Context: an optimization exercise on an open-source flow, tuned for a short achievable clock period and few clock cycles. The choices shown serve that exercise and are no tape-out recipe.
The RTL was checked by simulation tests, not by an equivalence proof against the original design.
No activity file was given, so power comes from the tool's default toggle rates.

==> flow/design.v <==
package apb_seq_pkg;
    localparam int addr_w     = 16;
    localparam int data_w     = 32;
    localparam int prog_depth = 32;
    localparam int pc_w       = 5;
    localparam int op_w       = 3;
    localparam int cmd_w      = op_w + addr_w + data_w;
    localparam logic [op_w-1:0] op_write  = 3'd0;
    localparam logic [op_w-1:0] op_read   = 3'd1;
    localparam logic [op_w-1:0] op_branch = 3'd2;
    localparam logic [op_w-1:0] op_goto   = 3'd3;
    localparam int st_w = 3;
    localparam logic [st_w-1:0] st_idle      = 3'd0;
    localparam logic [st_w-1:0] st_decode    = 3'd1;
    localparam logic [st_w-1:0] st_wait_xfer = 3'd2;
    localparam logic [st_w-1:0] st_finished  = 3'd3;
    localparam logic [st_w-1:0] st_failed    = 3'd4;
    localparam int op_lsb     = addr_w + data_w;
    localparam int addr_lsb   = data_w;
    localparam int target_lsb = addr_w + data_w - pc_w;
endpackage
`timescale 1ns/1ps
import apb_seq_pkg::*;
module cmd_store (
    input  logic                  clk,
    input  logic                  load_en,
    input  logic [pc_w-1:0]       load_addr,
    input  logic [cmd_w-1:0]      load_word,
    input  logic [prog_depth-1:0] sel0,
    input  logic [prog_depth-1:0] sel1,
    output logic [cmd_w-1:0]      word_first_nx,
    input  logic [prog_depth-1:0] sel_t_nx,
    input  logic [prog_depth-1:0] sel_n_nx,
    output logic [op_w-1:0]       op_t_nx,
    output logic [op_w-1:0]       op_n_nx,
    output logic [cmd_w-1:0]      rd_word0,
    output logic [cmd_w-1:0]      rd_word1,
    output logic [cmd_w-1:0]      word_first
);
    logic [cmd_w-1:0] mem [prog_depth];
    always_ff @(posedge clk) begin
        if (load_en) begin
            mem[load_addr] <= load_word;
        end
    end
    always_comb begin
        rd_word0 = '0;
        rd_word1 = '0;
        for (int i = 0; i < prog_depth; i++) begin
            rd_word0 = rd_word0 | (mem[i] & {cmd_w{sel0[i]}});
            rd_word1 = rd_word1 | (mem[i] & {cmd_w{sel1[i]}});
        end
    end
    assign word_first = mem[0];
    assign word_first_nx = (load_en && load_addr == '0) ? load_word : mem[0];
    always_comb begin
        op_t_nx = '0;
        op_n_nx = '0;
        for (int i = 0; i < prog_depth; i++) begin
            if (load_en && load_addr == i) begin
                op_t_nx = op_t_nx | (load_word[op_lsb +: op_w] & {op_w{sel_t_nx[i]}});
                op_n_nx = op_n_nx | (load_word[op_lsb +: op_w] & {op_w{sel_n_nx[i]}});
            end else begin
                op_t_nx = op_t_nx | (mem[i][op_lsb +: op_w] & {op_w{sel_t_nx[i]}});
                op_n_nx = op_n_nx | (mem[i][op_lsb +: op_w] & {op_w{sel_n_nx[i]}});
            end
        end
    end
endmodule
`timescale 1ns/1ps
import apb_seq_pkg::*;
module apb_master (
    input  logic              clk,
    input  logic              rst_n,
    input  logic              start_ok,
    input  logic              st_issue,
    input  logic [cmd_w-1:0]  st_word,
    input  logic              st_wr,
    input  logic              forked,
    input  logic              sel_by_data,
    input  logic              dep_buf,
    input  logic              nc_base,
    output logic              rd_nz,
    input  logic              cur,
    input  logic [1:0]        nb_valid,
    input  logic [1:0]        nb_kind0,
    input  logic [1:0]        nb_kind1,
    input  logic [addr_w-1:0] nb_addr0,
    input  logic [addr_w-1:0] nb_addr1,
    input  logic [data_w-1:0] nb_data0,
    input  logic [data_w-1:0] nb_data1,
    output logic              take,
    output logic              resolve,
    output logic              nc,
    output logic              running,
    output logic              flag,
    output logic              flag_nx,
    output logic              err_end,
    output logic              psel_nx,
    output logic              pwrite_nx,
    output logic              running_nx,
    output logic              rd_busy,
    output logic              rd_last,
    output logic              done,
    output logic              error,
    output logic [addr_w-1:0] paddr,
    output logic              psel,
    output logic              penable,
    output logic              pwrite,
    output logic [data_w-1:0] pwdata,
    input  logic              pready,
    input  logic [data_w-1:0] prdata,
    input  logic              pslverr
);
    logic       complete;
    logic       nvalid;
    logic [1:0] nkind;
    logic       load_req;
    assign complete = psel && penable && pready;
    assign rd_nz    = |prdata;
    assign nc       = nc_base ^ (sel_by_data && rd_nz);
    assign nvalid   = nb_valid[nc];
    assign nkind    = nc ? nb_kind1 : nb_kind0;
    assign take     = running && ((complete && !pslverr) || !psel) && nvalid;
    assign resolve  = complete && forked && !dep_buf;
    assign rd_busy  = psel && !pwrite;
    assign rd_last  = complete && !pwrite;
    assign err_end  = complete && pslverr;
    assign flag_nx  = (!start_ok && running && complete && !pslverr && !pwrite) ? rd_nz : flag;
    always_ff @(posedge clk or negedge rst_n) begin
        if (!rst_n) begin
            flag <= 1'b0;
        end else begin
            flag <= flag_nx;
        end
    end
    logic psel_d, penable_d, done_d, error_d, running_d;
    always_comb begin
        psel_d    = psel;
        penable_d = penable;
        done_d    = done;
        error_d   = error;
        running_d = running;
        if (start_ok) begin
            done_d    = 1'b0;
            error_d   = 1'b0;
            running_d = 1'b1;
            psel_d    = st_issue;
            penable_d = 1'b0;
        end else if (running) begin
            if (psel && !penable) begin
                penable_d = 1'b1;
            end else if (complete && pslverr) begin
                error_d   = 1'b1;
                running_d = 1'b0;
                psel_d    = 1'b0;
                penable_d = 1'b0;
            end else if (complete || !psel) begin
                penable_d = 1'b0;
                psel_d    = nvalid && !nkind[1];
                if (nvalid && nkind[1]) begin
                    running_d = 1'b0;
                    done_d    = !nkind[0];
                    error_d   = nkind[0];
                end
            end
        end
    end
    assign psel_nx    = psel_d;
    assign running_nx = running_d;
    always_ff @(posedge clk or negedge rst_n) begin
        if (!rst_n) begin
            psel    <= 1'b0;
            penable <= 1'b0;
            done    <= 1'b0;
            error   <= 1'b0;
            running <= 1'b0;
        end else begin
            psel    <= psel_d;
            penable <= penable_d;
            done    <= done_d;
            error   <= error_d;
            running <= running_d;
        end
    end
    assign load_req  = start_ok || !psel || complete;
    assign pwrite_nx = !load_req ? pwrite :
                       start_ok  ? st_wr :
                                   nkind == 2'd0;
    always_ff @(posedge clk or negedge rst_n) begin
        if (!rst_n) begin
            paddr  <= '0;
            pwdata <= '0;
            pwrite <= 1'b0;
        end else begin
            pwrite <= pwrite_nx;
            if (load_req) begin
                if (start_ok) begin
                    paddr  <= st_word[addr_lsb +: addr_w];
                    pwdata <= st_word[data_w-1:0];
                end else begin
                    paddr  <= nc ? nb_addr1 : nb_addr0;
                    pwdata <= nc ? nb_data1 : nb_data0;
                end
            end
        end
    end
endmodule
`timescale 1ns/1ps
import apb_seq_pkg::*;
module seq_control (
    input  logic                  clk,
    input  logic                  rst_n,
    input  logic                  start_ok,
    input  logic [pc_w:0]         prog_len,
    input  logic [cmd_w-1:0]      word_first_nx,
    output logic [prog_depth-1:0] sel_t_nx,
    output logic [prog_depth-1:0] sel_n_nx,
    input  logic [op_w-1:0]       op_t_nx,
    input  logic [op_w-1:0]       op_n_nx,
    input  logic                  flag_nx,
    input  logic                  running,
    input  logic                  running_nx,
    input  logic                  err_end,
    input  logic                  flag,
    input  logic                  psel_nx,
    input  logic                  pwrite_nx,
    input  logic [cmd_w-1:0]      rd_word0,
    input  logic [cmd_w-1:0]      rd_word1,
    output logic [prog_depth-1:0] sel0,
    output logic [prog_depth-1:0] sel1,
    input  logic                  take,
    input  logic                  resolve,
    input  logic                  nc,
    input  logic                  rd_nz,
    output logic                  sel_by_data,
    output logic                  dep_buf,
    output logic                  nc_base,
    input  logic                  rd_last,
    output logic                  st_issue,
    output logic [cmd_w-1:0]      st_word,
    output logic                  st_wr,
    output logic                  cur,
    output logic                  forked,
    output logic [1:0]            nb_valid,
    output logic [1:0]            nb_kind0,
    output logic [1:0]            nb_kind1,
    output logic [addr_w-1:0]     nb_addr0,
    output logic [addr_w-1:0]     nb_addr1,
    output logic [data_w-1:0]     nb_data0,
    output logic [data_w-1:0]     nb_data1
);
    localparam logic [1:0] k_read = 2'd1;
    logic [1:0]        b_valid;
    logic [1:0]        b_kind0, b_kind1;
    logic [addr_w-1:0] b_addr0, b_addr1;
    logic [data_w-1:0] b_data0, b_data1;
    logic [prog_depth-1:0] in_range;
    logic [prog_depth-1:0] in_range_nx;
    logic [prog_depth-1:0] init_sel_nx;
    logic                  st_xfer;
    logic [pc_w-1:0]       st_idx;
    logic                  pend0, pend1;
    logic [op_w-1:0]       op_first;
    logic [1:0]            prod;
    logic [1:0]            prod_kind0, prod_kind1;
    logic [cmd_w-1:0]      prod_word0, prod_word1;
    logic [1:0]            fgo;
    logic [prog_depth-1:0] ftgt0, ftgt1;
    logic                  pre;
    logic                  late;
    logic                  cur_late;
    logic                  cur_new;
    always_comb begin
        for (int i = 0; i < prog_depth; i++) begin
            in_range_nx[i] = prog_len > i;
        end
    end
    assign op_first = word_first_nx[op_lsb +: op_w];
    logic [pc_w-1:0] idx_t_nx, idx_n_nx;
    always_comb begin
        idx_t_nx = '0;
        idx_n_nx = '0;
        if (op_first == op_goto) begin
            idx_t_nx = word_first_nx[target_lsb +: pc_w];
            idx_n_nx = word_first_nx[target_lsb +: pc_w];
        end else if (op_first == op_branch) begin
            idx_t_nx = word_first_nx[target_lsb +: pc_w];
            idx_n_nx = 5'd1;
        end
    end
    assign sel_t_nx    = 32'd1 << idx_t_nx;
    assign sel_n_nx    = 32'd1 << idx_n_nx;
    assign init_sel_nx = flag_nx ? sel_t_nx : sel_n_nx;
    logic                  fork_en_r;
    logic [1:0]            act_r;
    logic [1:0]            br_fall_r;
    logic [1:0]            br_take_r;
    logic                  cur_nx, forked_nx, dep_buf_nx, pre_nx, late_nx;
    logic [1:0]            b_valid_nx;
    logic [1:0]            b_kind0_nx, b_kind1_nx;
    logic                  unk_nx;
    logic [1:0]            own_rd_nx;
    logic [1:0]            cur_kind_nx;
    logic [1:0]            cur_kind;
    assign cur_kind    = cur ? b_kind1 : b_kind0;
    assign st_word     = rd_word0;
    assign st_issue    = st_xfer && (prog_len > {1'b0, st_idx});
    always_ff @(posedge clk) begin
        if (flag_nx) begin
            st_xfer <= op_t_nx == op_write || op_t_nx == op_read;
            st_wr   <= op_t_nx == op_write;
            st_idx  <= idx_t_nx;
        end else begin
            st_xfer <= op_n_nx == op_write || op_n_nx == op_read;
            st_wr   <= op_n_nx == op_write;
            st_idx  <= idx_n_nx;
        end
    end
    assign cur_new     = cur ^ rd_nz;
    assign cur_late    = cur ^ flag;
    logic [1:0] drop;
    assign drop[0] = (resolve && cur_new) || (late && cur_late);
    assign drop[1] = (resolve && !cur_new) || (late && !cur_late);
    always_comb begin
        cur_nx     = cur;
        forked_nx  = forked;
        dep_buf_nx = dep_buf;
        pre_nx     = pre;
        late_nx    = late;
        b_valid_nx = b_valid;
        if (start_ok) begin
            cur_nx     = 1'b0;
            forked_nx  = 1'b0;
            dep_buf_nx = 1'b0;
            pre_nx     = 1'b0;
            late_nx    = 1'b0;
            b_valid_nx = 2'b00;
        end else begin
            if (|fgo) begin
                forked_nx  = 1'b1;
                dep_buf_nx = b_valid[cur] && cur_kind == k_read && !take;
                pre_nx     = b_valid[cur] && cur_kind != k_read && !take;
                late_nx    = rd_last && !(b_valid[cur] && cur_kind == k_read);
            end else if (take) begin
                dep_buf_nx = 1'b0;
            end
            if (take && !nc) b_valid_nx[0] = 1'b0;
            else if (prod[0]) b_valid_nx[0] = 1'b1;
            if (take && nc) b_valid_nx[1] = 1'b0;
            else if (prod[1]) b_valid_nx[1] = 1'b1;
            if (late) begin
                forked_nx = 1'b0;
                pre_nx    = 1'b0;
                late_nx   = 1'b0;
                cur_nx    = cur_late;
                b_valid_nx[!cur_late] = 1'b0;
            end
            if (resolve) begin
                forked_nx = 1'b0;
                pre_nx    = 1'b0;
                cur_nx    = cur_new;
                b_valid_nx[!cur_new] = 1'b0;
            end
        end
    end
    assign b_kind0_nx  = prod[0] ? prod_kind0 : b_kind0;
    assign b_kind1_nx  = prod[1] ? prod_kind1 : b_kind1;
    assign cur_kind_nx = cur_nx ? b_kind1_nx : b_kind0_nx;
    assign unk_nx      = (b_valid_nx[cur_nx] && cur_kind_nx == k_read) || (psel_nx && !pwrite_nx);
    assign own_rd_nx[0] = b_valid_nx[0] && b_kind0_nx == k_read && !(!cur_nx && (dep_buf_nx || pre_nx));
    assign own_rd_nx[1] = b_valid_nx[1] && b_kind1_nx == k_read && !(cur_nx && (dep_buf_nx || pre_nx));
    always_ff @(posedge clk or negedge rst_n) begin
        if (!rst_n) begin
            cur          <= 1'b0;
            forked       <= 1'b0;
            dep_buf      <= 1'b0;
            pre          <= 1'b0;
            late         <= 1'b0;
            b_valid      <= 2'b00;
            in_range     <= '0;
            nc_base      <= 1'b0;
            sel_by_data  <= 1'b0;
            fork_en_r    <= 1'b0;
            act_r        <= 2'b00;
            br_fall_r    <= 2'b00;
            br_take_r    <= 2'b00;
        end else begin
            if (start_ok) in_range <= in_range_nx;
            cur          <= cur_nx;
            forked       <= forked_nx;
            dep_buf      <= dep_buf_nx;
            pre          <= pre_nx;
            late         <= late_nx;
            b_valid      <= b_valid_nx;
            nc_base      <= cur_nx ^ (late_nx && flag_nx);
            sel_by_data  <= forked_nx && !dep_buf_nx && !pre_nx && !late_nx;
            fork_en_r    <= !forked_nx && unk_nx;
            for (int f = 0; f < 2; f++) begin
                act_r[f]     <= running_nx && (forked_nx || cur_nx == f[0]);
                br_fall_r[f] <= forked_nx ? (!own_rd_nx[f] && cur_nx == f[0]) : (unk_nx || !flag_nx);
                br_take_r[f] <= forked_nx ? (!own_rd_nx[f] && cur_nx != f[0]) : (!unk_nx && flag_nx);
            end
        end
    end
    fetch_path u_path0 (
        .clk        (clk),
        .rst_n      (rst_n),
        .start_ok   (start_ok),
        .err_end    (err_end || drop[0]),
        .st_skip    (st_xfer),
        .init_sel   (init_sel_nx),
        .init_end   (1'b0),
        .alt_word   (rd_word1),
        .alt_ptr    (sel1),
        .alt_end    (pend1),
        .ptr_end_o  (pend0),
        .in_range_nx(in_range_nx),
        .in_range   (in_range),
        .act        (act_r[0]),
        .br_fall    (br_fall_r[0]),
        .br_take    (br_take_r[0]),
        .fork_en    (fork_en_r),
        .full       (b_valid[0]),
        .rd_word    (rd_word0),
        .sel        (sel0),
        .fork_in    (fgo[1]),
        .fork_tgt_in(ftgt1),
        .fork_out   (fgo[0]),
        .fork_tgt   (ftgt0),
        .prod       (prod[0]),
        .prod_kind  (prod_kind0),
        .prod_word  (prod_word0)
    );
    fetch_path u_path1 (
        .clk        (clk),
        .rst_n      (rst_n),
        .start_ok   (start_ok),
        .err_end    (err_end || drop[1]),
        .st_skip    (1'b0),
        .init_sel   ({init_sel_nx[prog_depth-2:0], 1'b0}),
        .init_end   (init_sel_nx[prog_depth-1]),
        .alt_word   (rd_word0),
        .alt_ptr    (sel0),
        .alt_end    (pend0),
        .ptr_end_o  (pend1),
        .in_range_nx(in_range_nx),
        .in_range   (in_range),
        .act        (act_r[1]),
        .br_fall    (br_fall_r[1]),
        .br_take    (br_take_r[1]),
        .fork_en    (fork_en_r),
        .full       (b_valid[1]),
        .rd_word    (rd_word1),
        .sel        (sel1),
        .fork_in    (fgo[0]),
        .fork_tgt_in(ftgt0),
        .fork_out   (fgo[1]),
        .fork_tgt   (ftgt1),
        .prod       (prod[1]),
        .prod_kind  (prod_kind1),
        .prod_word  (prod_word1)
    );
    assign nb_valid = b_valid | prod;
    assign nb_kind0 = b_valid[0] ? b_kind0 : prod_kind0;
    assign nb_kind1 = b_valid[1] ? b_kind1 : prod_kind1;
    assign nb_addr0 = b_valid[0] ? b_addr0 : prod_word0[addr_lsb +: addr_w];
    assign nb_addr1 = b_valid[1] ? b_addr1 : prod_word1[addr_lsb +: addr_w];
    assign nb_data0 = b_valid[0] ? b_data0 : prod_word0[data_w-1:0];
    assign nb_data1 = b_valid[1] ? b_data1 : prod_word1[data_w-1:0];
    always_ff @(posedge clk) begin
        if (prod[0]) begin
            b_kind0 <= prod_kind0;
            b_addr0 <= prod_word0[addr_lsb +: addr_w];
            b_data0 <= prod_word0[data_w-1:0];
        end
        if (prod[1]) begin
            b_kind1 <= prod_kind1;
            b_addr1 <= prod_word1[addr_lsb +: addr_w];
            b_data1 <= prod_word1[data_w-1:0];
        end
    end
endmodule
module fetch_path (
    input  logic                  clk,
    input  logic                  rst_n,
    input  logic                  start_ok,
    input  logic                  err_end,
    input  logic                  st_skip,
    input  logic [prog_depth-1:0] init_sel,
    input  logic                  init_end,
    input  logic [cmd_w-1:0]      alt_word,
    input  logic [prog_depth-1:0] alt_ptr,
    input  logic                  alt_end,
    output logic                  ptr_end_o,
    input  logic [prog_depth-1:0] in_range_nx,
    input  logic [prog_depth-1:0] in_range,
    input  logic                  act,
    input  logic                  br_fall,
    input  logic                  br_take,
    input  logic                  fork_en,
    input  logic                  full,
    input  logic [cmd_w-1:0]      rd_word,
    output logic [prog_depth-1:0] sel,
    input  logic                  fork_in,
    input  logic [prog_depth-1:0] fork_tgt_in,
    output logic                  fork_out,
    output logic [prog_depth-1:0] fork_tgt,
    output logic                  prod,
    output logic [1:0]            prod_kind,
    output logic [cmd_w-1:0]      prod_word
);
    logic [prog_depth-1:0] ptr;
    logic                  ptr_end;
    logic [cmd_w-1:0]      w;
    logic                  w_ok;
    logic                  c_end, c_wr, c_rd, c_goto, c_br, c_inv;
    logic                  load;
    logic                  redirect;
    logic                  track;
    logic                  xfer;
    logic [op_w-1:0]       op_rd;
    logic                  end_rd;
    logic                  end_st;
    logic                  end_alt;
    logic [op_w-1:0]       op_alt;
    assign sel       = ptr;
    assign fork_tgt  = 32'd1 << w[target_lsb +: pc_w];
    assign prod_word = w;
    assign xfer      = c_wr || c_rd;
    assign load      = act && (!w_ok || (xfer && !full) || (c_br && br_fall));
    assign redirect  = act && (c_goto || (c_br && br_take));
    assign prod      = act && !full && (c_end || xfer || c_inv);
    assign prod_kind = {c_end || c_inv, c_rd || c_inv};
    assign fork_out  = act && c_br && fork_en;
    assign track  = !act || c_end || c_inv;
    assign op_rd  = rd_word[op_lsb +: op_w];
    assign end_rd = ptr_end || !(|(ptr & in_range));
    assign end_st = ptr_end || !(|(ptr & in_range_nx));
    assign end_alt = alt_end || !(|(alt_ptr & in_range_nx));
    assign op_alt  = alt_word[op_lsb +: op_w];
    assign ptr_end_o = ptr_end;
    always_ff @(posedge clk or negedge rst_n) begin
        if (!rst_n) begin
            w_ok    <= 1'b0;
            c_end   <= 1'b0;
            c_wr    <= 1'b0;
            c_rd    <= 1'b0;
            c_goto  <= 1'b0;
            c_br    <= 1'b0;
            c_inv   <= 1'b0;
            ptr     <= '0;
            ptr_end <= 1'b0;
        end else if (start_ok) begin
            w_ok    <= 1'b1;
            if (st_skip) begin
                c_end   <= end_alt;
                c_wr    <= !end_alt && op_alt == op_write;
                c_rd    <= !end_alt && op_alt == op_read;
                c_goto  <= !end_alt && op_alt == op_goto;
                c_br    <= !end_alt && op_alt == op_branch;
                c_inv   <= !end_alt && op_alt[op_w-1];
                ptr     <= {alt_ptr[prog_depth-2:0], 1'b0};
                ptr_end <= alt_end || alt_ptr[prog_depth-1];
            end else begin
                c_end   <= end_st;
                c_wr    <= !end_st && op_rd == op_write;
                c_rd    <= !end_st && op_rd == op_read;
                c_goto  <= !end_st && op_rd == op_goto;
                c_br    <= !end_st && op_rd == op_branch;
                c_inv   <= !end_st && op_rd[op_w-1];
                ptr     <= {ptr[prog_depth-2:0], 1'b0};
                ptr_end <= ptr_end || ptr[prog_depth-1];
            end
        end else if (err_end) begin
            ptr     <= init_sel;
            ptr_end <= init_end;
        end else if (fork_in) begin
            w_ok    <= 1'b0;
            c_end   <= 1'b0;
            c_wr    <= 1'b0;
            c_rd    <= 1'b0;
            c_goto  <= 1'b0;
            c_br    <= 1'b0;
            c_inv   <= 1'b0;
            ptr     <= fork_tgt_in;
            ptr_end <= 1'b0;
        end else if (track) begin
            ptr     <= init_sel;
            ptr_end <= init_end;
        end else if (redirect) begin
            w_ok    <= 1'b0;
            c_end   <= 1'b0;
            c_wr    <= 1'b0;
            c_rd    <= 1'b0;
            c_goto  <= 1'b0;
            c_br    <= 1'b0;
            c_inv   <= 1'b0;
            ptr     <= fork_tgt;
            ptr_end <= 1'b0;
        end else if (load) begin
            w_ok    <= 1'b1;
            c_end   <= end_rd;
            c_wr    <= !end_rd && op_rd == op_write;
            c_rd    <= !end_rd && op_rd == op_read;
            c_goto  <= !end_rd && op_rd == op_goto;
            c_br    <= !end_rd && op_rd == op_branch;
            c_inv   <= !end_rd && op_rd[op_w-1];
            ptr     <= {ptr[prog_depth-2:0], 1'b0};
            ptr_end <= ptr_end || ptr[prog_depth-1];
        end
    end
    always_ff @(posedge clk) begin
        if (start_ok && st_skip) begin
            w <= alt_word;
        end else if (start_ok || (load && !fork_in)) begin
            w <= rd_word;
        end
    end
endmodule
`timescale 1ns/1ps
import apb_seq_pkg::*;
module apb_seq_top (
    input  logic              clk,
    input  logic              rst_n,
    input  logic              load_en,
    input  logic [pc_w-1:0]   load_addr,
    input  logic [cmd_w-1:0]  load_word,
    input  logic [pc_w:0]     prog_len,
    input  logic              start,
    output logic              done,
    output logic              error,
    output logic [addr_w-1:0] paddr,
    output logic              psel,
    output logic              penable,
    output logic              pwrite,
    output logic [data_w-1:0] pwdata,
    input  logic              pready,
    input  logic [data_w-1:0] prdata,
    input  logic              pslverr
);
    logic [prog_depth-1:0] sel0, sel1;
    logic [cmd_w-1:0]  rd_word0, rd_word1, word_first, word_first_nx;
    logic              flag_nx;
    logic              start_ok, st_issue;
    logic [cmd_w-1:0]  st_word;
    logic              st_wr;
    logic              running, flag, rd_busy, rd_last;
    logic              nc_base, err_end, psel_nx, pwrite_nx, running_nx;
    logic              take, resolve, nc, cur, forked, rd_nz, sel_by_data, dep_buf;
    logic [1:0]        nb_valid, nb_kind0, nb_kind1;
    logic [addr_w-1:0] nb_addr0, nb_addr1;
    logic [data_w-1:0] nb_data0, nb_data1;
    logic [prog_depth-1:0] sel_t_nx, sel_n_nx;
    logic [op_w-1:0]   op_t_nx, op_n_nx;
    assign start_ok   = start && !running;
    cmd_store u_store (
        .clk        (clk),
        .load_en    (load_en),
        .load_addr  (load_addr),
        .load_word  (load_word),
        .sel0       (sel0),
        .sel1       (sel1),
        .rd_word0   (rd_word0),
        .rd_word1   (rd_word1),
        .word_first (word_first),
        .word_first_nx(word_first_nx),
        .sel_t_nx   (sel_t_nx),
        .sel_n_nx   (sel_n_nx),
        .op_t_nx    (op_t_nx),
        .op_n_nx    (op_n_nx)
    );
    seq_control u_ctrl (
        .clk        (clk),
        .rst_n      (rst_n),
        .start_ok   (start_ok),
        .prog_len   (prog_len),
        .word_first_nx(word_first_nx),
        .sel_t_nx   (sel_t_nx),
        .sel_n_nx   (sel_n_nx),
        .op_t_nx    (op_t_nx),
        .op_n_nx    (op_n_nx),
        .flag_nx    (flag_nx),
        .running    (running),
        .running_nx (running_nx),
        .err_end     (err_end),
        .flag       (flag),
        .psel_nx    (psel_nx),
        .pwrite_nx  (pwrite_nx),
        .rd_last    (rd_last),
        .rd_word0   (rd_word0),
        .rd_word1   (rd_word1),
        .sel0       (sel0),
        .sel1       (sel1),
        .take       (take),
        .resolve    (resolve),
        .nc         (nc),
        .rd_nz      (rd_nz),
        .sel_by_data(sel_by_data),
        .dep_buf    (dep_buf),
        .nc_base   (nc_base),
        .st_issue   (st_issue),
        .st_word    (st_word),
        .st_wr      (st_wr),
        .cur        (cur),
        .forked     (forked),
        .nb_valid   (nb_valid),
        .nb_kind0   (nb_kind0),
        .nb_kind1   (nb_kind1),
        .nb_addr0   (nb_addr0),
        .nb_addr1   (nb_addr1),
        .nb_data0   (nb_data0),
        .nb_data1   (nb_data1)
    );
    apb_master u_apb (
        .clk        (clk),
        .rst_n      (rst_n),
        .start_ok   (start_ok),
        .st_issue   (st_issue),
        .st_word    (st_word),
        .st_wr      (st_wr),
        .forked     (forked),
        .cur        (cur),
        .nb_valid   (nb_valid),
        .nb_kind0   (nb_kind0),
        .nb_kind1   (nb_kind1),
        .nb_addr0   (nb_addr0),
        .nb_addr1   (nb_addr1),
        .nb_data0   (nb_data0),
        .nb_data1   (nb_data1),
        .take       (take),
        .resolve    (resolve),
        .nc         (nc),
        .rd_nz      (rd_nz),
        .sel_by_data(sel_by_data),
        .dep_buf    (dep_buf),
        .nc_base   (nc_base),
        .running    (running),
        .flag       (flag),
        .flag_nx    (flag_nx),
        .err_end     (err_end),
        .psel_nx    (psel_nx),
        .pwrite_nx  (pwrite_nx),
        .running_nx (running_nx),
        .rd_busy    (rd_busy),
        .rd_last    (rd_last),
        .done       (done),
        .error      (error),
        .paddr      (paddr),
        .psel       (psel),
        .penable    (penable),
        .pwrite     (pwrite),
        .pwdata     (pwdata),
        .pready     (pready),
        .prdata     (prdata),
        .pslverr    (pslverr)
    );
endmodule
==> flow/run.sh <==
#!/bin/bash
# synth_recipe.tcl (not shown) runs the flow's synth.tcl, then flattens the netlist and writes it again
# the make line also repeats each setting of config.mk as NAME=value (left out here)
make -C /OpenROAD-flow-scripts/flow DESIGN_CONFIG=/design/flow/config.mk WORK_HOME=/design/flow/orfs CLKGATE_MAP_FILE= SYNTH_SCRIPT=/design/flow/synth_recipe.tcl finish
==> flow/config.mk <==
export PLATFORM = sky130hd
export DESIGN_NAME = apb_seq_top
export DESIGN_NICKNAME = apb_seq_top
export VERILOG_FILES = /design/flow/design.v
export SDC_FILE = /design/flow/constraint.sdc
export NUM_CORES = 4
export LEC_CHECK = 0
export CAP_MARGIN = 20
export CELL_PAD_IN_SITES_DETAIL_PLACEMENT = 1
export CELL_PAD_IN_SITES_GLOBAL_PLACEMENT = 2
export CORE_MARGIN = 2
export CORE_UTILIZATION = 40
export SETUP_SLACK_MARGIN = 2.0
export SLEW_MARGIN = 20
export TNS_END_PERCENT = 100
==> flow/constraint.sdc <==
create_clock -name core_clock -period 4.0 [get_ports {clk}]
set_input_delay 0.8000 -clock core_clock [delete_from_list [all_inputs] [get_ports {clk}]]
set_output_delay 0.8000 -clock core_clock [all_outputs]
set_load 0.01 [all_outputs]
==> results of run 1 <==
## critical path: stages (launching register included)
cell	delay, ps
dfrtp_4	600
buf_6	180
buf_4	170
a22oi_1	160
nand4_1	180
or4_4	680
and3b_1	250
a31oi_1	220
o211ai_1	140
o211a_1	170
## worst max path at each step
stage	start	end	cells past startpoint
after floorplan	load_addr[0]	u_ctrl.st_wr	9
after global placement	load_addr[1]	u_ctrl.st_wr	11
after detailed placement	load_addr[1]	u_ctrl.st_wr	11
after CTS	u_store.mem[0][49]	u_ctrl.st_wr	11
after global routing	u_store.mem[0][49]	u_ctrl.st_wr	11
final	u_ctrl.u_path0.ptr[20]	u_ctrl.u_path0.c_goto	9
## sequential cells by signal (all words and copies together), names as in the netlist, 2 cells and up
signal	count
u_apb.paddr	16
u_apb.pwdata	32
u_ctrl.act_r	2
u_ctrl.b_addr0	16
u_ctrl.b_addr1	16
u_ctrl.b_data0	32
u_ctrl.b_data1	32
u_ctrl.b_kind0	2
u_ctrl.b_kind1	2
u_ctrl.b_valid	2
u_ctrl.br_fall_r	2
u_ctrl.br_take_r	2
u_ctrl.in_range	32
u_ctrl.st_idx	5
u_ctrl.u_path0.ptr	32
u_ctrl.u_path0.w	48
u_ctrl.u_path1.ptr	32
u_ctrl.u_path1.w	48
u_store.mem	1632
## cell type report
type	count	area (um2)	area share, %
Timing Repair Buffer	1965	25400	19.2
Inverter	42	258	0.195
Antenna cell	101	253	0.191
Timing Repair inverter	1	6.26	0.00472
Sequential cell	2018	59900	45.2
Clock buffer	276	5820	4.39
Multi-Input combinational cell	4306	35900	27.1
Tap cell	3009	3760	2.84
Clock inverter	134	1240	0.936
## repair_timing
| item | 4_1_cts | 5_1_grt |
|---|---|---|
| resized for setup | 2093 | 616 |
| pin swaps | 446 | 406 |
| setup buffers | 790 | 237 |
| hold buffers | 1 | 0 |
| gates cloned | 83 | 39 |
| setup endpoints to repair | 2089 | 841 |
| endpoints found under the hold margin | 55 | 0 |
## power by group through the flow
stage	clock network (W)	logic (W)	registers (W)
after floorplan	0	0.0137	0.0259
after global placement	0	0.0255	0.0313
after detailed placement	0	0.0256	0.0314
after CTS	0.0205	0.0452	0.0271
after global routing	0.0213	0.0519	0.0272
final	0.0208	0.0536	0.0273
## layer usage
metal	wire [um]	up-vias	part of all wire, %
li1	-	32600	-
met3	118000	3840	17
met1	220000	47900	33
met5	886	-	0.13
met4	74600	40	11
met2	261000	11500	39
## cells by family (layout without fill, tap and decap cells)
logic type	after synthesis	in the layout	synth area share [%]
other	0	101	0
DFF	2018	2018	65.1
adders and majority gates	9	9	0.112
muxes	195	195	2.23
xor gates and xnor gates	4	4	0.0383
AOI/OAI and AO/OA	2643	2644	21.3
and+or+nand+nor	1452	1454	8.45
buffers and inverters	661	2418	2.76
## per-stage QoR
| stage | utilization, % | cell area [um2] | TNS, ps |
|---|---|---|---|
| 6_report | 58.2 | 133000 | 0 |
| 5_1_grt | 58.2 | 132000 | 0 |
| 4_1_cts | 55.6 | 126000 | 0 |
| 3_5_place_dp | 44.5 | 101000 | -1230 |
| 3_3_place_gp | 44.5 | 101000 | -1490 |
| 2_1_floorplan | - | 92000 | -86.2 |
## cell usage in the layout, fill, tap and decap left out, drive strengths merged, types with 34 or more instances in the layout
cell type / n
o21ai: 220
a31oi: 45
mux2i: 125
or4: 101
nand2: 294
inv: 47
nand4: 245
dfrtp: 183
a221oi: 217
diode: 101
o211ai: 44
a21oi: 205
nand2b: 34
mux2: 70
buf: 1867
clkinv: 103
nor2: 204
clkbuf: 316
o22ai: 58
a22oi: 1283
edfxtp: 1824
a211oi: 130
nor3: 61
nor2b: 76
nand3: 277
a22o: 208
==> impl_metrics.env, run 1 <==
export IMPL_ys_warn_count=4
export IMPL_reg2regPathDepth=9
export IMPL_synthTopCellsByCount="1824 x edfxtp_1, 1283 x a22oi_1, 444 x clkbuf_1, 294 x nand2_1, 277 x nand3_1"
export IMPL_hold_path_endpoint="u_store.mem[0][44]"
export IMPL_htreeDepth=4
export IMPL_netlist_instances=6982
export IMPL_clock_power_share_pct=20.5
export IMPL_r2r_start="u_ctrl.u_path0.ptr[20]"
export IMPL_synth_avg_cell_area_um2=13.1
export IMPL_slew_violations=0
export IMPL_r2r_end="u_ctrl.u_path0.c_goto"
export IMPL_worstHoldStart="load_word[44]"
export IMPL_comb_power_share_pct=52.7
export IMPL_hp_class="primary input to flop"
export IMPL_viasPerCell=8.09
export IMPL_grt_use_met1_pct=65.6
export IMPL_hpwl_um=327000
export IMPL_netlist_area_leader_share_pct=59.9
export IMPL_leakage_nw=45.1
export IMPL_clkLatencyLatePin_ps=940
export IMPL_synth_most_common_cell="edfxtp_1"
export IMPL_rrSetupSlack_ps=1130
export IMPL_ioPinCount=153
export IMPL_max_cap_viol_count=0
export IMPL_track_usage_pct=54.4
export IMPL_worst_pin_slew_ps=1210
export IMPL_crit_fanout=5
export IMPL_switching_share_pct=44.6
export IMPL_grt_pass1_vias=86700
export IMPL_clk_pin_slew_worst_paths_ps=70
export IMPL_arrival_ps=3680
export IMPL_required_ps=4810
export IMPL_setup_viol=0
export IMPL_first_iter_violations=20600
export IMPL_gp_congestion=0.975
export IMPL_antenna_found_initial=79
export IMPL_power_w=0.102
export IMPL_ir_drop_mv=0.553
export IMPL_synth_area_um2=91500
export IMPL_num_rows=175
export IMPL_die_h_um=482
export IMPL_grt_max_degree=97
export IMPL_cts_sinks=2018
export IMPL_p_seq_share_pct=26.8
export IMPL_die_area_um2=233000
export IMPL_finClkSkew_ps=61.5
export IMPL_holdPathStages=1
export IMPL_synth_area_leaders="edfxtp_1 60%, a22oi_1 11%, dfrtp_1 5.0%"
export IMPL_nets=8658
export IMPL_stdcell_count=11900
export IMPL_seq_area_frac_synth_pct=65.1
export IMPL_cts_buffers=219
export IMPL_async_flop_share_pct=9.07
export IMPL_maxSlewHeadroom_pct=19.1
export IMPL_outcome="finished clean"
export IMPL_end_kind="flop"
export IMPL_grt_use_met3_pct=25.7
export IMPL_grt_pass1_wl_um=839000
export IMPL_p_int_w=0.0564
export IMPL_yosysUniqueCellTypes=100
export IMPL_tritoncts="built"
export IMPL_die_w_um=482
export IMPL_nFillCells=21300
export IMPL_clockBufferDepth=3
export IMPL_power_switching_w=0.0453
export IMPL_top_usage_layer="met2"
export IMPL_firstDrtPassIters=8
export IMPL_preCtsSetupSlack_ps=-338
export IMPL_hold_viol_final=0
export IMPL_drtAntennaViolNets=0
export IMPL_cts_root_buffer="clkbuf_16"
export IMPL_start_kind="flop"
export IMPL_power_density_nw_per_um2=767
export IMPL_wl_um=674000
export IMPL_vias=95800
export IMPL_synthToLayoutAreaGrowth_pct=44.8
export IMPL_synth_nets=7087
export IMPL_finalWorstSetupSlack_ps=1130
export IMPL_avgRoutedWirePerCell_um=56.9
export IMPL_rsz0062_at_grt="yes"
export IMPL_hold_ws_ps=255
export IMPL_met2_usage_pct=73.8
export IMPL_fin_crit_sh_pct=71.8
export IMPL_numPortBuffers=152
export IMPL_drc=0
export IMPL_place_inst=10200
export IMPL_yosysTopAreaCell="edfxtp_1"
export IMPL_grt_remaining_overflow=0
export IMPL_synth_edf_count=1824
export IMPL_layout_drive_gt1_share_pct=39.7
export IMPL_start_util_pct=40.2
export IMPL_critical_path_class="flop to flop"
export IMPL_coreArea_um2=227000
export IMPL_clock_fmax_mhz=348
export IMPL_synth_ff_type="edfxtp_1"
export IMPL_ys_ff_latch=2018
export IMPL_period_needed_ps=2870
Testbench counts, summed over its fixed seeds: cycles 84,760.
==> run 2, diff against run 1 <==
--- a/flow/design.v
+++ b/flow/design.v
@@ -30,8 +30,7 @@
     input  logic [prog_depth-1:0] sel1,
     output logic [cmd_w-1:0]      word_first_nx,
-    input  logic [prog_depth-1:0] sel_t_nx,
-    input  logic [prog_depth-1:0] sel_n_nx,
-    output logic [op_w-1:0]       op_t_nx,
-    output logic [op_w-1:0]       op_n_nx,
+    input  logic [prog_depth-1:0] tgt_sel_nx,
+    output logic [op_w-1:0]       op_tgt_nx,
+    output logic [op_w-1:0]       op1_nx,
     output logic [cmd_w-1:0]      rd_word0,
     output logic [cmd_w-1:0]      rd_word1,
@@ -55,16 +54,14 @@
     assign word_first_nx = (load_en && load_addr == '0) ? load_word : mem[0];
     always_comb begin
-        op_t_nx = '0;
-        op_n_nx = '0;
+        op_tgt_nx = '0;
         for (int i = 0; i < prog_depth; i++) begin
             if (load_en && load_addr == i) begin
-                op_t_nx = op_t_nx | (load_word[op_lsb +: op_w] & {op_w{sel_t_nx[i]}});
-                op_n_nx = op_n_nx | (load_word[op_lsb +: op_w] & {op_w{sel_n_nx[i]}});
+                op_tgt_nx = op_tgt_nx | (load_word[op_lsb +: op_w] & {op_w{tgt_sel_nx[i]}});
             end else begin
-                op_t_nx = op_t_nx | (mem[i][op_lsb +: op_w] & {op_w{sel_t_nx[i]}});
-                op_n_nx = op_n_nx | (mem[i][op_lsb +: op_w] & {op_w{sel_n_nx[i]}});
+                op_tgt_nx = op_tgt_nx | (mem[i][op_lsb +: op_w] & {op_w{tgt_sel_nx[i]}});
             end
         end
     end
+    assign op1_nx = (load_en && load_addr == 5'd1) ? load_word[op_lsb +: op_w] : mem[1][op_lsb +: op_w];
 endmodule
 `timescale 1ns/1ps
@@ -117,15 +114,15 @@
     logic [1:0] nkind;
     logic       load_req;
-    assign complete = psel && penable && pready;
+    assign complete = penable && pready;
     assign rd_nz    = |prdata;
     assign nc       = nc_base ^ (sel_by_data && rd_nz);
     assign nvalid   = nb_valid[nc];
     assign nkind    = nc ? nb_kind1 : nb_kind0;
-    assign take     = running && ((complete && !pslverr) || !psel) && nvalid;
+    assign take     = ((complete && !pslverr) || (!psel && running)) && nvalid;
     assign resolve  = complete && forked && !dep_buf;
     assign rd_busy  = psel && !pwrite;
     assign rd_last  = complete && !pwrite;
     assign err_end  = complete && pslverr;
-    assign flag_nx  = (!start_ok && running && complete && !pslverr && !pwrite) ? rd_nz : flag;
+    assign flag_nx  = (complete && !pslverr && !pwrite) ? rd_nz : flag;
     always_ff @(posedge clk or negedge rst_n) begin
         if (!rst_n) begin
@@ -215,8 +212,7 @@
     input  logic [pc_w:0]         prog_len,
     input  logic [cmd_w-1:0]      word_first_nx,
-    output logic [prog_depth-1:0] sel_t_nx,
-    output logic [prog_depth-1:0] sel_n_nx,
-    input  logic [op_w-1:0]       op_t_nx,
-    input  logic [op_w-1:0]       op_n_nx,
+    output logic [prog_depth-1:0] tgt_sel_nx,
+    input  logic [op_w-1:0]       op_tgt_nx,
+    input  logic [op_w-1:0]       op1_nx,
     input  logic                  flag_nx,
     input  logic                  running,
@@ -290,7 +286,12 @@
         end
     end
+    logic [prog_depth-1:0] sel_t_nx, sel_n_nx;
+    logic [op_w-1:0]       op_t_nx, op_n_nx;
     assign sel_t_nx    = 32'd1 << idx_t_nx;
     assign sel_n_nx    = 32'd1 << idx_n_nx;
     assign init_sel_nx = flag_nx ? sel_t_nx : sel_n_nx;
+    assign tgt_sel_nx  = 32'd1 << word_first_nx[target_lsb +: pc_w];
+    assign op_t_nx     = (op_first == op_goto || op_first == op_branch) ? op_tgt_nx : op_first;
+    assign op_n_nx     = (op_first == op_goto) ? op_tgt_nx : (op_first == op_branch) ? op1_nx : op_first;
     logic                  fork_en_r;
     logic [1:0]            act_r;
@@ -652,6 +653,6 @@
     logic [addr_w-1:0] nb_addr0, nb_addr1;
     logic [data_w-1:0] nb_data0, nb_data1;
-    logic [prog_depth-1:0] sel_t_nx, sel_n_nx;
-    logic [op_w-1:0]   op_t_nx, op_n_nx;
+    logic [prog_depth-1:0] tgt_sel_nx;
+    logic [op_w-1:0]   op_tgt_nx, op1_nx;
     assign start_ok   = start && !running;
     cmd_store u_store (
@@ -666,8 +667,7 @@
         .word_first (word_first),
         .word_first_nx(word_first_nx),
-        .sel_t_nx   (sel_t_nx),
-        .sel_n_nx   (sel_n_nx),
-        .op_t_nx    (op_t_nx),
-        .op_n_nx    (op_n_nx)
+        .tgt_sel_nx (tgt_sel_nx),
+        .op_tgt_nx  (op_tgt_nx),
+        .op1_nx     (op1_nx)
     );
     seq_control u_ctrl (
@@ -677,8 +677,7 @@
         .prog_len   (prog_len),
         .word_first_nx(word_first_nx),
-        .sel_t_nx   (sel_t_nx),
-        .sel_n_nx   (sel_n_nx),
-        .op_t_nx    (op_t_nx),
-        .op_n_nx    (op_n_nx),
+        .tgt_sel_nx (tgt_sel_nx),
+        .op_tgt_nx  (op_tgt_nx),
+        .op1_nx     (op1_nx),
         .flag_nx    (flag_nx),
         .running    (running),
==> impl_metrics.env, run 2 <==
export IMPL_synthTopCellsByCount="1824 x edfxtp_1, 1276 x a22oi_1, 426 x clkbuf_1, 275 x nand2_1, 261 x nand3_1"
export IMPL_grt_max_degree=65
export IMPL_stdcell_count=11600
export IMPL_synth_ff_type="edfxtp_1"
export IMPL_synth_top_family_by_area="compound AO/OA/AOI/OAI gates"
export IMPL_cts_buffers=215
export IMPL_synth_edf_count=1824
export IMPL_largest_reg_flops=1632
export IMPL_yosysUniqueCellTypes=89
export IMPL_coreArea_um2=224000
export IMPL_yosysTopAreaCell="edfxtp_1"
export IMPL_hpwl_um=326000
export IMPL_leakage_nw=44.9
export IMPL_slew_violations=0
export IMPL_drc=0
export IMPL_ir_drop_mv=0.752
export IMPL_ys_ff_latch=2018
export IMPL_numPortBuffers=152
export IMPL_hold_viol_final=0
export IMPL_firstDrtPassIters=10
export IMPL_htreeDepth=4
export IMPL_ioPinCount=153
export IMPL_yosys_area_share_xor_xnor_pct=0.0583
export IMPL_async_flop_share_pct=9.07
export IMPL_crit_fanout=5
export IMPL_required_ps=4830
export IMPL_clk_pin_slew_worst_paths_ps=70
export IMPL_synth_simple_area_share_pct=7.83
export IMPL_avgRoutedWirePerCell_um=56.7
export IMPL_track_usage_pct=55.0
export IMPL_synth_area_leaders="edfxtp_1 61%, a22oi_1 11%, dfrtp_1 5.1%"
export IMPL_grt_remaining_overflow=0
export IMPL_period_needed_ps=2850
export IMPL_vias=92400
export IMPL_layout_commonest_cell="edfxtp_1"
export IMPL_wl_um=656000
export IMPL_rsz0062_at_grt="yes"
export IMPL_viasPerCell=7.99
export IMPL_start_util_pct=40.1
export IMPL_drtAntennaViolNets=0
export IMPL_seq_area_frac_synth_pct=66.1
export IMPL_cts_sinks=2018
export IMPL_end_kind="flop"
export IMPL_synth_compound_area_share_pct=20.9
export IMPL_grt_pass1_wl_um=836000
export IMPL_tritoncts="built"
export IMPL_reg2regPathDepth=11
export IMPL_layout_drive_gt1_share_pct=40.1
export IMPL_top_regs="u_store.mem: 1632 flops, u_ctrl.u_path0.w: 48 flops, u_ctrl.u_path1.w: 48 flops"
export IMPL_clockBufferDepth=3
export IMPL_synth_most_common_cell="edfxtp_1"
export IMPL_gp_congestion=0.974
export IMPL_grt_pass1_vias=85800
export IMPL_fin_crit_sh_pct=71.2
export IMPL_placedInstanceArea_um2=100000
export IMPL_start_kind="flop"
export IMPL_clkLatencyLatePin_ps=960
export IMPL_ys_warn_count=4
export IMPL_critical_path_class="flop to flop"
export IMPL_power_density_nw_per_um2=815
export IMPL_netlist_area_leader_share_pct=60.8
export IMPL_first_iter_violations=20200
export IMPL_synth_area_um2=90100
export IMPL_cts_root_buffer="clkbuf_16"
export IMPL_synthAdderAreaFrac_pct=0.0694
export IMPL_hp_class="primary input to flop"
export IMPL_arrival_ps=3670
export IMPL_final_cell_mix="1824 x edfxtp_1, 1073 x a22oi_1, 814 x buf_4"
export IMPL_clock_fmax_mhz=351
export IMPL_finClkSkew_ps=88.0
export IMPL_nets=8428
export IMPL_holdPathStages=1
export IMPL_antenna_found_initial=73
export IMPL_power_w=0.107
export IMPL_num_rows=174
export IMPL_final_setup_tns_ps=0
export IMPL_worst_pin_slew_ps=1220
export IMPL_setup_viol=0
export IMPL_regMostFlops="u_store.mem"
export IMPL_die_area_um2=229000
export IMPL_muxShareOfSynthArea_pct=2.35
export IMPL_design_area_um2=131000
export IMPL_netlist_instances=6781
export IMPL_outcome="finished clean"
export IMPL_die_h_um=479
export IMPL_synth_avg_cell_area_um2=13.3
export IMPL_max_cap_viol_count=0
export IMPL_place_inst=9979
export IMPL_die_w_um=479
export IMPL_maxSlewHeadroom_pct=18.7
export IMPL_synth_nets=6886
export IMPL_synthToLayoutAreaGrowth_pct=45.5
run 2: kinds of logic after synthesis:
logic type | Yosys count
mux | 200
buf+inv | 644
xor+xnor | 6
fa+ha+maj | 5
simple gates | 1330
flops | 2018
compound gates | 2578
run 2: final cells by class:
type                       count  area [um2]
sequential                  2018       59800
fill                       21000       93400
clock buffer                 272        5750
clock inverter               133        1590
multi-input combinational   4123       34800
antenna                       72         180
tap                         2992        3740
inverter                      39         214
timing repair buffer        1926       25000
run 2: final timing paths:
| path | start | to | slack (ps) |
|---|---|---|---|
| worst max-delay path | u_ctrl.u_path0.ptr[17] | u_apb.paddr[2] | 1150 |
| worst min register to register | u_ctrl.u_path0.w[6] | u_ctrl.b_data0[6] | 440 |
| worst min-delay path | load_word[47] | u_store.mem[0][47] | 250 |
| max in group asynchronous | rst_n | u_ctrl.u_path0.ptr[24] | 2470 |
| worst max register to register | u_ctrl.u_path0.ptr[17] | u_apb.paddr[2] | 1150 |
| min in group asynchronous | rst_n | u_ctrl.nc_base | 430 |
run 2: critical path, cell delays in order (launching register included):
cell and delay [ps]:
dfrtp_4 560, buf_12 180, buf_12 130, buf_8 130, buf_12 140, a22o_1 260
a221oi_2 190, nand3_1 120, or4_4 570, a21oi_4 200, buf_8 180, o21ai_1 70
run 2: metal layers:
| metal | share of wire (%) | GRT usage (%) | up-vias |
|---|---|---|---|
| li1 | - | - | 31600 |
| met1 | 33 | 64.2 | 46300 |
| met2 | 39 | 74.0 | 10700 |
| met3 | 17 | 28.0 | 3827 |
| met4 | 11 | 47.3 | 54 |
| met5 | 0.23 | 1.28 | - |
run 2: report_power, final:
| part | switching (W) | internal [W] | total, W |
|---|---|---|---|
| registers | 0.00205 | 0.0253 | 0.0273 |
| clock network | 0.00954 | 0.0119 | 0.0215 |
| logic | 0.0355 | 0.0226 | 0.0581 |
run 2: stage by stage:
step | hold WS (ps) | utilization (%) | setup slack (ps)
finish | 250 | 58.4 | 1150
global route | 281 | 58.3 | 1110
CTS | 307 | 56.5 | 1090
detailed placement | 426 | 44.7 | -511
global placement | 423 | 44.7 | -523
floorplan | 418 | - | 14.3
run 2: what timing repair did:
item                                     CTS  global route
cloned                                   108            13
gates resized for setup                 2054           588
hold endpoints to repair                  55             0
pin swaps                                513           415
buffers inserted                         837           160
hold buffers                               1             0
endpoints found under the setup margin  2086          1004
Testbench counts of run 2, summed over its fixed seeds: cycles 84,760.
==> run 3, diff against run 2 <==
--- a/flow/config.mk
+++ b/flow/config.mk
@@ -8,7 +8,8 @@
 export CAP_MARGIN = 20
 export CELL_PAD_IN_SITES_DETAIL_PLACEMENT = 1
-export CELL_PAD_IN_SITES_GLOBAL_PLACEMENT = 2
+export CELL_PAD_IN_SITES_GLOBAL_PLACEMENT = 1
 export CORE_MARGIN = 2
 export CORE_UTILIZATION = 40
+export MIN_ROUTING_LAYER = met2
 export SETUP_SLACK_MARGIN = 2.0
 export SLEW_MARGIN = 20
==> impl_metrics.env, run 3 <==
export IMPL_synth_edf_count=1824
export IMPL_track_usage_pct=90.6
export IMPL_cts_root_buffer="clkbuf_16"
export IMPL_grt_pass1_vias=136000
export IMPL_clockBufferDepth=3
export IMPL_synth_top_family_by_area="compound AO/OA/AOI/OAI gates"
export IMPL_numPortBuffers=152
export IMPL_grt_pass1_wl_um=984000
export IMPL_muxShareOfSynthArea_pct=2.35
export IMPL_grt_max_degree=97
export IMPL_synth_avg_cell_area_um2=13.3
export IMPL_netlist_instances=6781
export IMPL_hpwl_um=321000
export IMPL_cts_sinks=2018
export IMPL_synth_most_common_cell="edfxtp_1"
export IMPL_ioPinCount=153
export IMPL_synth_simple_area_share_pct=7.83
export IMPL_ys_ff_latch=2018
export IMPL_yosysTopAreaCell="edfxtp_1"
export IMPL_num_rows=174
export IMPL_yosys_area_share_xor_xnor_pct=0.0583
export IMPL_synth_area_um2=90100
export IMPL_gp_congestion=1.08
export IMPL_synth_nets=6886
export IMPL_yosysUniqueCellTypes=89
export IMPL_toolErrorMsg="[ERROR GRT-0116] Global routing finished with congestion. Check the congestion regions in the DRC Viewer."
export IMPL_preCtsSetupSlack_ps=-451
export IMPL_outcome="stopped before the end"
export IMPL_start_util_pct=40.1
export IMPL_async_flop_share_pct=9.07
export IMPL_netlist_area_leader_share_pct=60.8
export IMPL_ys_warn_count=4
export IMPL_synthTopCellsByCount="1824 x edfxtp_1, 1276 x a22oi_1, 426 x clkbuf_1, 275 x nand2_1, 261 x nand3_1"
export IMPL_synth_ff_type="edfxtp_1"
export IMPL_seq_area_frac_synth_pct=66.1
export IMPL_synth_compound_area_share_pct=20.9
export IMPL_die_h_um=479
export IMPL_htreeDepth=4
export IMPL_grt_remaining_overflow=2861
export IMPL_cts_buffers=218
export IMPL_synthAdderAreaFrac_pct=0.0694
export IMPL_synth_area_leaders="edfxtp_1 61%, a22oi_1 11%, dfrtp_1 5.1%"
export IMPL_haltStage="global routing"
export IMPL_die_w_um=479
## run 3: cell counts after synthesis
Identical to the previous run, type by type.
## run 3: metal layers
metal | GRT usage (%) | GRT overflow
met1 | - | -
met2 | 92.1 | 467
met3 | 97.4 | 1805
met4 | 76.7 | 265
met5 | 86.8 | 324
## run 3: kinds of logic after synthesis
| family | after synthesis |
|---|---|
| AOI/OAI and AO/OA | 2578 |
| xor gates and xnor gates | 6 |
| adders and majority gates | 5 |
| buffers and inverters | 644 |
| DFF | 2018 |
| muxes | 200 |
| and+or+nand+nor | 1330 |
## run 3: what timing repair did
item / 4_1_cts
setup buffers: 791
gates resized for setup: 2026
hold buffers: 1
pin swaps: 549
endpoints found under the setup margin: 2075
endpoints found under the hold margin: 69
gates cloned: 95
## run 3: power groups by stage
stage	clock (W)	combinational (W)	sequential (W)
detailed placement	0	0.0300	0.0304
global placement	0	0.0298	0.0303
CTS	0.0213	0.0498	0.0272
floorplan	0	0.0148	0.0263
## run 3: worst min-delay path by stage
| stage | from | endpoint | slack [ps] | depth (start not counted) |
|---|---|---|---|---|
| after CTS | load_word[46] | u_store.mem[0][46] | 270 | 1 |
| after floorplan | u_ctrl.u_path1.w[32] | u_ctrl.b_addr1[0] | 420 | 0 |
| after global placement | u_ctrl.u_path1.w[3] | u_ctrl.b_data1[3] | 420 | 0 |
| after detailed placement | u_ctrl.u_path1.w[10] | u_ctrl.b_data1[10] | 430 | 0 |
## run 3: stage by stage
stage / TNS (ps) / cells / power [W] / hold WS, ps / area [um2]
CTS: 0 / 11300 / 0.0983 / 269 / 126000
detailed placement: -6340 / 9996 / 0.0604 / 428 / 100000
floorplan: 0 / 6781 / 0.0411 / 418 / 90900
global placement: -5530 / 9996 / 0.0601 / 422 / 100000

==> separate check: timing with driven ports <==
In the flow no input, the clock included, has a driving cell. The finished layouts below were timed again as built, in two steps.
Step 1 (the two cells are an assumption about what drives the block):
set clk [get_ports {clk}]
set_driving_cell -lib_cell sky130_fd_sc_hd__clkbuf_16 $clk
set_driving_cell -lib_cell sky130_fd_sc_hd__buf_2 [delete_from_list [all_inputs] $clk]
Step 2 times the ports against the registers' clock, not the clock port: input delays grow and output delays shrink by t, the midpoint of the rising clock arrivals with the driver on.
a / b / c = no drivers / after step 1 / after step 2; a / b = the first two.
run | shift t [ns] | setup WS [ns] | hold slack, ns | worst setup path after step 2 | worst data-port slew with drivers (ns)
run 1 | 1.013 | 1.129 / 1.129 / 0.276 | 0.255 / 0.170 / 0.443 | input to register | 0.37
run 2 | 1.025 | 1.151 / 1.151 / 0.260 | 0.250 / 0.175 / 0.436 | input to register | 0.44
After both steps setup and hold are still met in every run listed. The setup slack of run 2, which loses most, moves by 0.000 ns with the drivers and by -0.891 ns with both steps.
